What follows belongs to an exercise in optimizing a design on an open flow for small area, a short achievable clock period and few clock cycles per item; a production flow would make more cautious choices.

## run A
==> flow/design.v <==
`timescale 1ns/10ps
package lc4_isa_pkg;
   localparam int WORD_W    = 16;  
   localparam int REG_SEL_W = 3;   
   localparam int NZP_W     = 3;
   localparam logic [3:0] OP_ARITH = 4'b0001;
   localparam logic [3:0] OP_LOGIC = 4'b0101;
   localparam logic [3:0] OP_CONST = 4'b1001;
   localparam logic [2:0] ARITH_ADD = 3'b000;
   localparam logic [2:0] ARITH_SUB = 3'b010;
   localparam logic [2:0] LOGIC_AND = 3'b000;
   localparam logic [2:0] LOGIC_NOT = 3'b001;
   localparam logic [2:0] LOGIC_OR  = 3'b010;
   localparam logic [2:0] LOGIC_XOR = 3'b011;
   localparam logic [NZP_W-1:0] NZP_NEG  = 3'b100;
   localparam logic [NZP_W-1:0] NZP_ZERO = 3'b010;
   localparam logic [NZP_W-1:0] NZP_POS  = 3'b001;
   typedef struct packed {
      logic [3:0]           opcode;
      logic [REG_SEL_W-1:0] rd;
      logic [REG_SEL_W-1:0] rs;
      logic [2:0]           sub;   
      logic [REG_SEL_W-1:0] rt;
   } insn_reg_t;
   typedef struct packed {
      logic [3:0]           opcode;
      logic [REG_SEL_W-1:0] rd;
      logic [REG_SEL_W-1:0] rs;
      logic                 imm_flag;  
      logic [4:0]           imm5;
   } insn_imm_t;
   typedef struct packed {
      logic [3:0]           opcode;
      logic [REG_SEL_W-1:0] rd;
      logic [8:0]           imm9;  
   } insn_cst_t;
   typedef union packed {
      insn_reg_t r;
      insn_imm_t i;
      insn_cst_t c;
   } lc4_insn_u;
endpackage
`timescale 1ns/10ps
package lc4_pipe_pkg;
   localparam int WORD_W    = 16;
   localparam int REG_SEL_W = 3;
   localparam int NZP_W     = 3;
   typedef enum logic [1:0] {
      STALL_NONE  = 2'd0,  
      STALL_SPLIT = 2'd1,  
      STALL_RESET = 2'd2   
   } stall_e;
   typedef struct packed {
      logic [REG_SEL_W-1:0] rs_sel;
      logic                              rs_re;
      logic [REG_SEL_W-1:0] rt_sel;
      logic                              rt_re;
      logic [REG_SEL_W-1:0] rd_sel;
      logic                              rf_we;
      logic                              nzp_we;
   } ctrl_t;
   typedef struct packed {
      stall_e                           stall;
      logic [WORD_W-1:0]   pc;
      logic [WORD_W-1:0]                insn;  
      ctrl_t                            ctrl;
   } issue_t;
   typedef struct packed {
      logic                              we;
      logic [REG_SEL_W-1:0] sel;
      logic [WORD_W-1:0]    data;
   } wr_port_t;
   typedef struct packed {
      stall_e                            stall;
      logic [WORD_W-1:0]    pc;
      logic [WORD_W-1:0]    insn;
      logic                              rf_we;
      logic [REG_SEL_W-1:0] wsel;
      logic [WORD_W-1:0]    wdata;
      logic                              nzp_we;
      logic [NZP_W-1:0]     nzp;
   } commit_t;
endpackage
`timescale 1ns/10ps
`timescale 1ns/10ps
`timescale 1ns/10ps
`timescale 1ns/10ps
`timescale 1ns/10ps
`timescale 1ns/10ps
module lc4_superscalar #(
   parameter logic [lc4_isa_pkg::WORD_W-1:0] START_PC = 16'h8200
) (
   input  logic                            gwe,
   input  logic                            i_rst,
   output logic [lc4_isa_pkg::WORD_W-1:0]  o_pc,
   input  lc4_isa_pkg::lc4_insn_u          i_insn_a,
   input  lc4_isa_pkg::lc4_insn_u          i_insn_b,
   output lc4_pipe_pkg::commit_t           o_commit_a,
   output lc4_pipe_pkg::commit_t           o_commit_b
);
   logic [15:0] pc_q;
   always_ff @(posedge gwe) begin
      if (i_rst) pc_q <= START_PC;
      else       pc_q <= pc_q + 16'd1;
   end
   assign o_pc = pc_q;
   logic [15:0] d_insn;
   assign d_insn = i_insn_a;
   logic        x_v, x_we, x_fa, x_fb, x_sub;
   logic [15:0] x_insn, x_a, x_b;
   logic        w_v, w_we;
   logic [15:0] w_insn, w_data, w_pc;
   logic [15:0] regs [8];
   logic        d_wr, d_imm, d_sub;
   logic [2:0]  d_rs, d_rt;
   logic [15:0] d_a, d_b;
   assign d_wr  = (d_insn[15:12] == 4'b0001) || (d_insn[15:12] == 4'b0101) ||
                  (d_insn[15:12] == 4'b1001);
   assign d_imm = d_insn[5];
   assign d_sub = d_insn[15:12] == 4'b0001 && d_insn[5:3] == 3'b010;
   assign d_rs  = d_insn[8:6];
   assign d_rt  = d_insn[2:0];
   assign d_a   = (w_we && w_insn[11:9] == d_rs) ? w_data : regs[d_rs];
   assign d_b   = d_imm ? {{11{d_insn[4]}}, d_insn[4:0]} :
                  (w_we && w_insn[11:9] == d_rt) ? w_data : regs[d_rt];
   always_ff @(posedge gwe) begin
      if (i_rst) begin
         x_v  <= 1'b0;
         x_we <= 1'b0;
      end else begin
         x_v  <= 1'b1;
         x_we <= d_wr;
      end
      x_insn <= d_insn;
      x_sub  <= d_sub;
      x_a    <= d_a;
      x_b    <= d_b ^ {16{d_sub}};    
      x_fa   <= x_we && (x_insn[11:9] == d_rs);
      x_fb   <= x_we && !d_imm && (x_insn[11:9] == d_rt);
   end
   logic [15:0] op_a, bb, g, p, gg, pp, sum, res;
   logic        is_arith, is_logic, is_const, is_imm;
   logic        s_sum, s_and, s_not, s_or, s_xor;
   assign is_arith = x_insn[15:12] == 4'b0001;
   assign is_logic = x_insn[15:12] == 4'b0101;
   assign is_const = x_insn[15:12] == 4'b1001;
   assign is_imm   = x_insn[5];
   assign s_sum    = is_arith && (is_imm || !x_insn[3]);    
   assign s_and    = is_logic && (is_imm || x_insn[4:3] == 2'b00);
   assign s_not    = is_logic && !is_imm && x_insn[4:3] == 2'b01;
   assign s_or     = is_logic && !is_imm && x_insn[4:3] == 2'b10;
   assign s_xor    = is_logic && !is_imm && x_insn[4:3] == 2'b11;
   assign op_a = x_fa ? w_data : x_a;
   assign bb   = x_fb ? (w_data ^ {16{x_sub}}) : x_b;
   assign g    = op_a & bb;
   assign p    = op_a ^ bb;
   always_comb begin
      logic [15:0] gn, pn;
      gg    = g;
      pp    = p;
      gg[0] = g[0] | (p[0] & x_sub);
      for (int d = 1; d < 16; d = d * 2) begin
         gn = gg;
         pn = pp;
         for (int i = d; i < 16; i++) begin
            gn[i] = gg[i] | (pp[i] & gg[i-d]);
            pn[i] = pp[i] & pp[i-d];
         end
         gg = gn;
         pp = pn;
      end
   end
   assign sum = p ^ {gg[14:0], x_sub};
   assign res = ({16{s_sum}} & sum) |
                ({16{s_and}} & g) |
                ({16{s_not}} & ~op_a) |
                ({16{s_or}}  & (g | p)) |
                ({16{s_xor}} & p) |
                ({16{is_const}} & {{7{x_insn[8]}}, x_insn[8:0]});
   always_ff @(posedge gwe) begin
      if (i_rst) begin
         w_v  <= 1'b0;
         w_we <= 1'b0;
         w_pc <= START_PC - 16'd2;
      end else begin
         w_v  <= x_v;
         w_we <= x_we;
         w_pc <= w_pc + 16'd1;
      end
      w_insn <= x_insn;
      w_data <= res;
   end
   logic [15:0] rf_wd;
   assign rf_wd = w_data & ~{16{i_rst}};
   always_ff @(posedge gwe) begin
      for (int r = 0; r < 8; r++)
         if (i_rst || (w_we && w_insn[11:9] == 3'(r))) regs[r] <= rf_wd;
   end
   always_comb begin
      o_commit_a.stall  = w_v ? lc4_pipe_pkg::STALL_NONE : lc4_pipe_pkg::STALL_SPLIT;
      o_commit_a.pc     = w_pc;
      o_commit_a.insn   = w_insn;
      o_commit_a.rf_we  = w_we;
      o_commit_a.wsel   = w_insn[11:9];
      o_commit_a.wdata  = w_data;
      o_commit_a.nzp_we = w_we;
      if (w_data[15])          o_commit_a.nzp = lc4_isa_pkg::NZP_NEG;
      else if (w_data != '0)   o_commit_a.nzp = lc4_isa_pkg::NZP_POS;
      else                     o_commit_a.nzp = lc4_isa_pkg::NZP_ZERO;
   end
   assign o_commit_b = {lc4_pipe_pkg::STALL_SPLIT, 56'd0};
endmodule
Settings: LEC_CHECK=0, ABC_AREA=1, CAP_MARGIN=20, CORE_MARGIN=2, CORE_UTILIZATION=40, SETUP_SLACK_MARGIN=2.8, SLEW_MARGIN=20; clock period 5.5 ns.
run.sh (not shown) runs the stock make flow with config.mk's settings and CLKGATE_MAP_FILE= SYNTH_SCRIPT=/design/flow/synth_recipe.tcl, a recipe that flattens the netlist after the stock synthesis.
The following lists how run B was set up differently from run A:
-- flow/design.v --
<<< run A, line 109
   logic        x_v, x_we, x_fa, x_fb, x_sub;
   logic [15:0] x_insn, x_a, x_b;
   logic        w_v, w_we;
   logic [15:0] w_insn, w_data, w_pc;
   logic [15:0] regs [8];
>>> run B, line 109
   logic        x_v, x_we, x_fa, x_fb, x_sub;
   logic [15:0] x_insn, x_a, x_b;
   logic        w_v, w_we, w_z;
   logic [15:0] w_insn, w_data, w_pc;
   logic [15:0] regs [8];
<<< run A, line 172
   end
   assign sum = p ^ {gg[14:0], x_sub};
   assign res = ({16{s_sum}} & sum) |
                ({16{s_and}} & g) |
                ({16{s_not}} & ~op_a) |
                ({16{s_or}}  & (g | p)) |
                ({16{s_xor}} & p) |
                ({16{is_const}} & {{7{x_insn[8]}}, x_insn[8:0]});
   always_ff @(posedge gwe) begin
      if (i_rst) begin
>>> run B, line 172
   end
   assign sum = p ^ {gg[14:0], x_sub};
   logic [15:0] res_ns, t;
   logic        z_sum, res_z;
   assign res_ns = ({16{s_and}} & g) |
                   ({16{s_not}} & ~op_a) |
                   ({16{s_or}}  & (g | p)) |
                   ({16{s_xor}} & p) |
                   ({16{is_const}} & {{7{x_insn[8]}}, x_insn[8:0]});
   assign res    = ({16{s_sum}} & sum) | res_ns;
   assign t      = op_a | bb;
   assign z_sum  = &(p ~^ {t[14:0], x_sub});
   assign res_z  = s_sum ? z_sum : (res_ns == 16'd0);
   always_ff @(posedge gwe) begin
      if (i_rst) begin
<<< run A, line 190
      w_insn <= x_insn;
      w_data <= res;
   end
   logic [15:0] rf_wd;
>>> run B, line 195
      w_insn <= x_insn;
      w_data <= res;
      w_z    <= res_z;
   end
   logic [15:0] rf_wd;
<<< run A, line 206
      o_commit_a.nzp_we = w_we;
      if (w_data[15])          o_commit_a.nzp = lc4_isa_pkg::NZP_NEG;
      else if (w_data != '0)   o_commit_a.nzp = lc4_isa_pkg::NZP_POS;
      else                     o_commit_a.nzp = lc4_isa_pkg::NZP_ZERO;
   end
   assign o_commit_b = {lc4_pipe_pkg::STALL_SPLIT, 56'd0};
>>> run B, line 212
      o_commit_a.nzp_we = w_we;
      if (w_data[15])          o_commit_a.nzp = lc4_isa_pkg::NZP_NEG;
      else if (w_z)            o_commit_a.nzp = lc4_isa_pkg::NZP_ZERO;
      else                     o_commit_a.nzp = lc4_isa_pkg::NZP_POS;
   end
   assign o_commit_b = {lc4_pipe_pkg::STALL_SPLIT, 56'd0};
## What came out
Across both runs, share of synthesized area occupied by flip-flops and latches was higher for run B than for run A.
Run B ends up with a met2 usage that is 3.2 points lower than in run A.
Compared with run A, in run B clock latency reported for the late side of the worst-skew pair flat, number of buffers inserted by post-CTS setup repair down 8, total non-filler cell area in the finished layout down 1.7%.
Max setup slack across run A and run B: run B
Higher placeable core region was reported by run A, not run B.
Note that the overall routed net length recorded for run B amounts to 0.910 times the value seen in run A.
Relative to run A, the non-clock buffer count measured on run B has decreased by more than 10%.
Between run A and run B, critical path depth in cells is lower for run B, run A comes in above that.
No functional check of the RTL was part of any run of this note.

## port drivers added, routing unchanged
The results above use ideal ports. As a check the final layouts listed here were re-extracted and re-timed, cells and wires unchanged. Step 1, drivers: a clkbuf_16 drives gwe and a buf_2 each remaining input, both assumed. Step 2 adds t to the input delays and takes it off the output delays; t is the mean of the earliest and latest rising clock arrival at the registers after step 1. Input paths then give back, and output paths get back, about the clock's delay inside the block. a / b / c = no drivers / after step 1 / after step 2; a / b = the first two.
run | t (ns) | setup slack, ns | worst setup path after step 2 | clock arrival spread, ns | pins driven straight from the clock port
run A | 0.599 | 2.675 / 2.619 / 2.367 | input to register | 0.025 / 0.025 | 1
run B | 0.591 | 2.846 / 2.792 / 2.280 | input to register | 0.013 / 0.014 | 1
After both steps every run listed still meets setup and hold. For run B, which loses most, drivers alone change the setup slack by -0.054 ns; drivers and shift together by -0.566 ns.
